Context: an optimization exercise on an open-source flow, tuned for small area and a short achievable clock period. The choices shown serve that exercise and are no tape-out recipe.
At most, simulation tests tie the RTL to the original design; equivalence was not proved.
No activity file was given, so power comes from the tool's default toggle rates.

==> flow/design.v (excerpt) <==
module median_filter (
	input  logic        clk,
	input  logic        rst,
	input  logic        i_clken,
	input  logic        i_mode,
	input  logic [39:0] i_column,
	output logic [7:0]  o_median,
	output logic        o_valid
);
	logic [7:0][39:0] h;
	logic [1:0] mode_q;
	always_ff @(posedge clk) begin
		if (i_clken) begin
			h <= {h[6:0], i_column};
			mode_q <= {mode_q[0], i_mode};
		end
	end
	logic [24:0] s1_alive;
	logic [4:0] s1_q;
	assign s1_alive[0] = mode_q[0];
	assign s1_alive[1] = mode_q[0];
	assign s1_alive[2] = mode_q[0];
	assign s1_alive[3] = mode_q[0];
	assign s1_alive[4] = mode_q[0];
	assign s1_alive[5] = mode_q[0];
	assign s1_alive[6] = 1;
	assign s1_alive[7] = 1;
	assign s1_alive[8] = 1;
	assign s1_alive[9] = mode_q[0];
	assign s1_alive[10] = mode_q[0];
	assign s1_alive[11] = 1;
	assign s1_alive[12] = 1;
	assign s1_alive[13] = 1;
	assign s1_alive[14] = mode_q[0];
	assign s1_alive[15] = mode_q[0];
	assign s1_alive[16] = 1;
	assign s1_alive[17] = 1;
	assign s1_alive[18] = 1;
	assign s1_alive[19] = mode_q[0];
	assign s1_alive[20] = mode_q[0];
	assign s1_alive[21] = mode_q[0];
	assign s1_alive[22] = mode_q[0];
	assign s1_alive[23] = mode_q[0];
	assign s1_alive[24] = mode_q[0];
	assign s1_q = mode_q[0] ? 5'd19 : 5'd27;
	logic [24:0] s1_b1;
	logic [5:0] s1_e1;
	assign s1_b1[0] = s1_alive[0] & (h[4][7:6] < 2'd1);
	assign s1_b1[1] = s1_alive[1] & (h[3][7:6] < 2'd1);
	assign s1_b1[2] = s1_alive[2] & (h[2][7:6] < 2'd1);
	assign s1_b1[3] = s1_alive[3] & (h[1][7:6] < 2'd1);
	assign s1_b1[4] = s1_alive[4] & (h[0][7:6] < 2'd1);
	assign s1_b1[5] = s1_alive[5] & (h[4][15:14] < 2'd1);
	assign s1_b1[6] = s1_alive[6] & (h[3][15:14] < 2'd1);
	assign s1_b1[7] = s1_alive[7] & (h[2][15:14] < 2'd1);
	assign s1_b1[8] = s1_alive[8] & (h[1][15:14] < 2'd1);
	assign s1_b1[9] = s1_alive[9] & (h[0][15:14] < 2'd1);
	assign s1_b1[10] = s1_alive[10] & (h[4][23:22] < 2'd1);
  ...
Settings: LEC_CHECK=0, CAP_MARGIN=20, CORE_MARGIN=2, CORE_UTILIZATION=55, CTS_CLUSTER_DIAMETER=100, CTS_CLUSTER_SIZE=30, SLEW_MARGIN=20, SYNTH_HIERARCHICAL=1, SYNTH_MINIMUM_KEEP_SIZE=0; clock period 22.0 ns.
standard.sh (not shown) runs the stock make flow with config.mk's settings and CLKGATE_MAP_FILE= SYNTH_SCRIPT=/design/flow/synth_recipe.tcl, a recipe that flattens the netlist after the stock synthesis.
==> flow/flow/run.sh <==
#!/bin/bash
# standard layout, with setup repair aiming well below the clock period
# and the smallest buffer on the ports
set -euo pipefail
bash standard.sh SETUP_SLACK_MARGIN=16.5 "BUFFER_PORTS_ARGS=-buffer_cell sky130_fd_sc_hd__buf_1" finish > standard_make.log 2>&1
==> next run, changes <==
Settings changed: CORE_UTILIZATION 55 to 40, CTS_CLUSTER_DIAMETER 100 to 200, CTS_CLUSTER_SIZE 30 to 31.
Non-clock buffer count climbs by 12.
Setup slack gets worse by 0.032 ns.
Sequential power is about the same.
Combinational power came out lower by a few percent.
Utilization fell by 15 points.
==> next run, changes <==
Settings changed: CORE_UTILIZATION 40 to 65, CTS_CLUSTER_DIAMETER 200 to 100, CTS_CLUSTER_SIZE 31 to 30.
The new run went through all stages and came out clean.
Setup slack improved by 0.024 ns.
Combinational power goes up by about 4%.
Non-clock buffer count is lower by 8.
Cell area falls by 1.7%.
Clock-buffer cell count came out lower by 1.
==> next run, changes <==
==> flow/flow/run.sh (replaced) <==
#!/bin/bash
# standard layout, with setup repair aiming well below the clock period
# and the smallest buffer on the ports
set -euo pipefail
bash standard.sh SETUP_SLACK_MARGIN=16.65 "BUFFER_PORTS_ARGS=-buffer_cell sky130_fd_sc_hd__buf_1" finish > standard_make.log 2>&1
Settings changed: CORE_UTILIZATION 65 to 55.
Wire length went up by 3.7%.
Cell count came out higher by 3.8%.
Critical path depth decreases by 2.
Setup slack gets better by 0.0075 ns.
==> next run, changes <==
==> flow/flow/run.sh (replaced) <==
#!/bin/bash
# standard layout, with setup repair aiming well below the clock period
set -euo pipefail
bash standard.sh SETUP_SLACK_MARGIN=16.8 finish > standard_make.log 2>&1
Settings changed: CORE_UTILIZATION 55 to 40.
The changed run passed the timing, design-rule and antenna checks.
Worst hold slack degrades by 0.014 ns.
Sequential share of layout area came out lower by 2.2 points.
Count of clock-buffer cells in the layout went up by 1.
Cell area went up by 4.5%.
Power went up by 1.9%.
Non-clock buffer count goes up by 7.
Synthesized cell count does not change.
Global-route usage went down by 6.7 points.
Setup slack loses 0.072 ns.
Register-to-register slack improves by 0.12 ns.
Cell count climbs by 11%.
==> next run, changes <==
==> flow/flow/run.sh (replaced) <==
#!/bin/bash
# standard layout, with setup repair aiming well below the clock period
set -euo pipefail
bash standard.sh SETUP_SLACK_MARGIN=16.5 finish > standard_make.log 2>&1
Count of clock-buffer cells in the layout does not change; non-clock buffer count falls by 10; total power falls by 1.8%.

========
Another version of the RTL of median_filter (not shown whole).
For scale: ~1500 cells after synthesis, ~430 flip-flops, ~53 I/O pins, roughly 23000 sq um of cells after synthesis.
export LEC_CHECK = 0
export CAP_MARGIN = 20
export CORE_MARGIN = 2
export CORE_UTILIZATION = 40
export SLEW_MARGIN = 20
export SYNTH_HIERARCHICAL = 1
export SYNTH_MINIMUM_KEEP_SIZE = 0
create_clock -name core_clock -period 22.0 [get_ports {clk}]
==> flow/flow/run.sh <==
#!/bin/bash
# standard layout, with setup repair aiming well below the clock period
set -euo pipefail
bash standard.sh SETUP_SLACK_MARGIN=16.5 finish > standard_make.log 2>&1
==> next run, changes <==
==> flow/flow/run.sh (replaced) <==
#!/bin/bash
# standard layout, with setup repair aiming well below the clock period
set -euo pipefail
bash standard.sh SETUP_SLACK_MARGIN=18 finish > standard_make.log 2>&1
The new run completed with no timing, DRC or antenna violations.
Hold slack loses 0.0061 ns.
Synthesized area is unchanged.
Die area is unchanged.
Via count goes up by 13%.
Routed wire length goes up by 23%.
Total power goes up by 12%.
Setup slack loses 0.039 ns.
Sequential cell count does not change.
Global-route usage goes up by 3.7 points.
Non-clock buffer count goes up by 199.
==> next run, changes <==
==> flow/flow/run.sh (replaced) <==
#!/bin/bash
# standard layout, with setup repair aiming well below the clock period
set -euo pipefail
bash standard.sh SETUP_SLACK_MARGIN=16.5 finish > standard_make.log 2>&1
- CTS_CLUSTER_DIAMETER: unset -> 100
- CTS_CLUSTER_SIZE: unset -> 30
Sequential cell count is unchanged.
Die area is unchanged.
Via count came out lower by 13%.
Cell area came out lower by 21%.
Register-to-register slack got worse by 0.15 ns.
Total power came out lower by about 20%.
Function was not checked in any run of this note: the RTL went through the layout flow alone.

========
median_filter with an RTL version that a note above also has.
Size in the first run: ~430 flip-flops, ~53 I/O pins, roughly 23,000 um^2 of cells after synthesis.
## median_filter
module median_filter (
	input  logic        clk,
	input  logic        rst,
	input  logic        i_clken,
	input  logic        i_mode,
	input  logic [39:0] i_column,
	output logic [7:0]  o_median,
	output logic        o_valid
);
	logic [7:0][39:0] h;
	logic [1:0] mode_q;
	always_ff @(posedge clk) begin
		if (i_clken) begin
			h <= {h[6:0], i_column};
			mode_q <= {mode_q[0], i_mode};
		end
	end
	logic [24:0] s1_alive;
	logic [4:0] s1_q;
	assign s1_alive[0] = mode_q[0];
	assign s1_alive[1] = mode_q[0];
	assign s1_alive[2] = mode_q[0];
	assign s1_alive[3] = mode_q[0];
	assign s1_alive[4] = mode_q[0];
	assign s1_alive[5] = mode_q[0];
	assign s1_alive[6] = 1;
	assign s1_alive[7] = 1;
	assign s1_alive[8] = 1;
	assign s1_alive[9] = mode_q[0];
	assign s1_alive[10] = mode_q[0];
	assign s1_alive[11] = 1;
	assign s1_alive[12] = 1;
	assign s1_alive[13] = 1;
	assign s1_alive[14] = mode_q[0];
	assign s1_alive[15] = mode_q[0];
	assign s1_alive[16] = 1;
	assign s1_alive[17] = 1;
	assign s1_alive[18] = 1;
	assign s1_alive[19] = mode_q[0];
	assign s1_alive[20] = mode_q[0];
	assign s1_alive[21] = mode_q[0];
	assign s1_alive[22] = mode_q[0];
	assign s1_alive[23] = mode_q[0];
	assign s1_alive[24] = mode_q[0];
	assign s1_q = mode_q[0] ? 5'd19 : 5'd27;
	logic [24:0] s1_b1;
	logic [5:0] s1_e1;
	assign s1_b1[0] = s1_alive[0] & (h[4][7:6] < 2'd1);
	assign s1_b1[1] = s1_alive[1] & (h[3][7:6] < 2'd1);
	assign s1_b1[2] = s1_alive[2] & (h[2][7:6] < 2'd1);
	assign s1_b1[3] = s1_alive[3] & (h[1][7:6] < 2'd1);
	assign s1_b1[4] = s1_alive[4] & (h[0][7:6] < 2'd1);
	assign s1_b1[5] = s1_alive[5] & (h[4][15:14] < 2'd1);
	assign s1_b1[6] = s1_alive[6] & (h[3][15:14] < 2'd1);
	assign s1_b1[7] = s1_alive[7] & (h[2][15:14] < 2'd1);
	assign s1_b1[8] = s1_alive[8] & (h[1][15:14] < 2'd1);
	assign s1_b1[9] = s1_alive[9] & (h[0][15:14] < 2'd1);
	assign s1_b1[10] = s1_alive[10] & (h[4][23:22] < 2'd1);
	assign s1_b1[11] = s1_alive[11] & (h[3][23:22] < 2'd1);
	assign s1_b1[12] = s1_alive[12] & (h[2][23:22] < 2'd1);
	assign s1_b1[13] = s1_alive[13] & (h[1][23:22] < 2'd1);
	assign s1_b1[14] = s1_alive[14] & (h[0][23:22] < 2'd1);
	assign s1_b1[15] = s1_alive[15] & (h[4][31:30] < 2'd1);
	assign s1_b1[16] = s1_alive[16] & (h[3][31:30] < 2'd1);
	assign s1_b1[17] = s1_alive[17] & (h[2][31:30] < 2'd1);
	assign s1_b1[18] = s1_alive[18] & (h[1][31:30] < 2'd1);
  ...
==> flow/config.mk <==
export PLATFORM = sky130hd
export DESIGN_NAME = median_filter
export DESIGN_NICKNAME = median_filter
export VERILOG_FILES = /design/flow/design.v
export SDC_FILE = /design/flow/constraint.sdc
export NUM_CORES = 4
export LEC_CHECK = 0
export CAP_MARGIN = 20
export CORE_MARGIN = 2
export CORE_UTILIZATION = 40
export CTS_CLUSTER_DIAMETER = 100
export CTS_CLUSTER_SIZE = 30
export SLEW_MARGIN = 20
export SYNTH_HIERARCHICAL = 1
export SYNTH_MINIMUM_KEEP_SIZE = 0
==> flow/constraint.sdc <==
create_clock -name core_clock -period 22.0 [get_ports {clk}]
set_input_delay 4.4000 -clock core_clock [delete_from_list [all_inputs] [get_ports {clk}]]
set_output_delay 4.4000 -clock core_clock [all_outputs]
set_load 0.01 [all_outputs]
==> flow/flow/run.sh <==
#!/bin/bash
# standard layout, with setup repair aiming well below the clock period
set -euo pipefail
bash standard.sh SETUP_SLACK_MARGIN=16.0 finish > standard_make.log 2>&1
The baseline went through all stages and came out clean.
Rerun with:
==> flow/flow/run.sh (replaced) <==
#!/bin/bash
# standard layout, with setup repair aiming well below the clock period
# and the smallest buffer on the ports
set -euo pipefail
bash standard.sh SETUP_SLACK_MARGIN=16.5 "BUFFER_PORTS_ARGS=-buffer_cell sky130_fd_sc_hd__buf_1" finish > standard_make.log 2>&1
Settings changed: CORE_UTILIZATION 40 to 75.
After rerunning:
- The changed run finished with timing, DRC and antenna clean
- final cell count went down by 16%
- hold slack is better by 6.6 ps
- die area went down by 46%
- power went down by 0.45%
- setup slack is better by 460 ps
- via count went up by 5.4%
- count of clock-buffer cells in the layout stays the same
- routed wire length went up by 2.2%
Rerun with:
Settings changed: CORE_UTILIZATION 75 to 55, PLACE_DENSITY set to 0.8.
Combinational power falls by about 2%.
Die area rises by 35%.
Setup slack loses 9.0 ps.
Hold slack gains 5.6 ps.
Design area rises by 1.0%.
Area after synthesis is unchanged.
Final cell count rises by 7.5%.
Register-to-register slack loses 40 ps.
Power is about the same.
Via count falls by 2.8%.
Rerun with:
==> flow/run.sh (new file) <==
#!/bin/bash
# synth_recipe.tcl (not shown) runs the flow's synth.tcl, then flattens the netlist and writes it again
# the make line also repeats each setting of config.mk as NAME=value (left out here)
make -C /OpenROAD-flow-scripts/flow DESIGN_CONFIG=/design/flow/config.mk WORK_HOME=/design/flow/orfs CLKGATE_MAP_FILE= SYNTH_SCRIPT=/design/flow/synth_recipe.tcl finish
Settings changed: PLACE_DENSITY 0.8 to unset, SETUP_SLACK_MARGIN set to 5.
removed: flow/flow/run.sh
removed: flow/standard.sh
Result: Design area rose by 0.37%; die area is unchanged; synthesized area stays the same; register-to-register slack loses 370 ps; setup slack loses 1700 ps; via count fell by 0.97%; synthesized cell count does not change; routed wire length rose by 5.3%.

-- port drivers added, routing unchanged --
The flow's constraints put no driver on any port. The routed layouts listed below were extracted and timed again, unchanged, in two steps.
Step 1, drivers: a clkbuf_16 drives clk and a buf_2 each remaining input, both assumed.
Step 2, shift: input delay + t, output delay - t, t = (earliest + latest rising clock arrival at the registers) / 2. This alone moves slack from input paths to output paths.
Slacks: ideal ports / drivers / drivers and shift; pairs: ideal ports / drivers.
run	t (ns)	setup slack, ns	hold WS [ns]	cell pins on the clock port's net
the first run of note 1	0.603	16.523 / 16.470 / 15.998	0.420 / 0.420 / 0.420	1
the second run of note 1	0.609	16.491 / 16.437 / 15.985	0.425 / 0.425 / 0.425	1
the third run of note 1	0.586	16.515 / 16.477 / 15.956	0.416 / 0.416 / 0.416	1
the fourth run of note 1	0.603	16.523 / 16.469 / 16.134	0.420 / 0.420 / 0.420	1
the fifth run of note 1	0.623	16.450 / 16.394 / 16.143	0.406 / 0.406 / 0.406	1
the sixth run of note 1	0.623	16.449 / 16.393 / 15.978	0.406 / 0.406 / 0.406	1
the first run of note 2	0.629	16.507 / 16.454 / 16.006	0.415 / 0.415 / 0.415	1
the second run of note 2	0.641	16.468 / 16.160 / 15.519	0.409 / 0.409 / 0.409	1
the third run of note 2	0.625	16.501 / 16.444 / 15.972	0.403 / 0.403 / 0.403	1
the first run of note 3	0.624	16.061 / 16.004 / 15.663	0.405 / 0.405 / 0.405	1
the second run of note 3	0.590	16.524 / 16.473 / 16.007	0.411 / 0.411 / 0.411	1
the third run of note 3	0.597	16.515 / 16.465 / 16.009	0.417 / 0.417 / 0.417	1
the fourth run of note 3	0.601	14.842 / 14.844 / 14.244	0.425 / 0.425 / 0.425	1
After both steps every run listed still meets setup and hold. For the second run of note 2, which loses most, drivers alone change the setup slack by -0.308 ns; drivers and shift together by -0.949 ns.
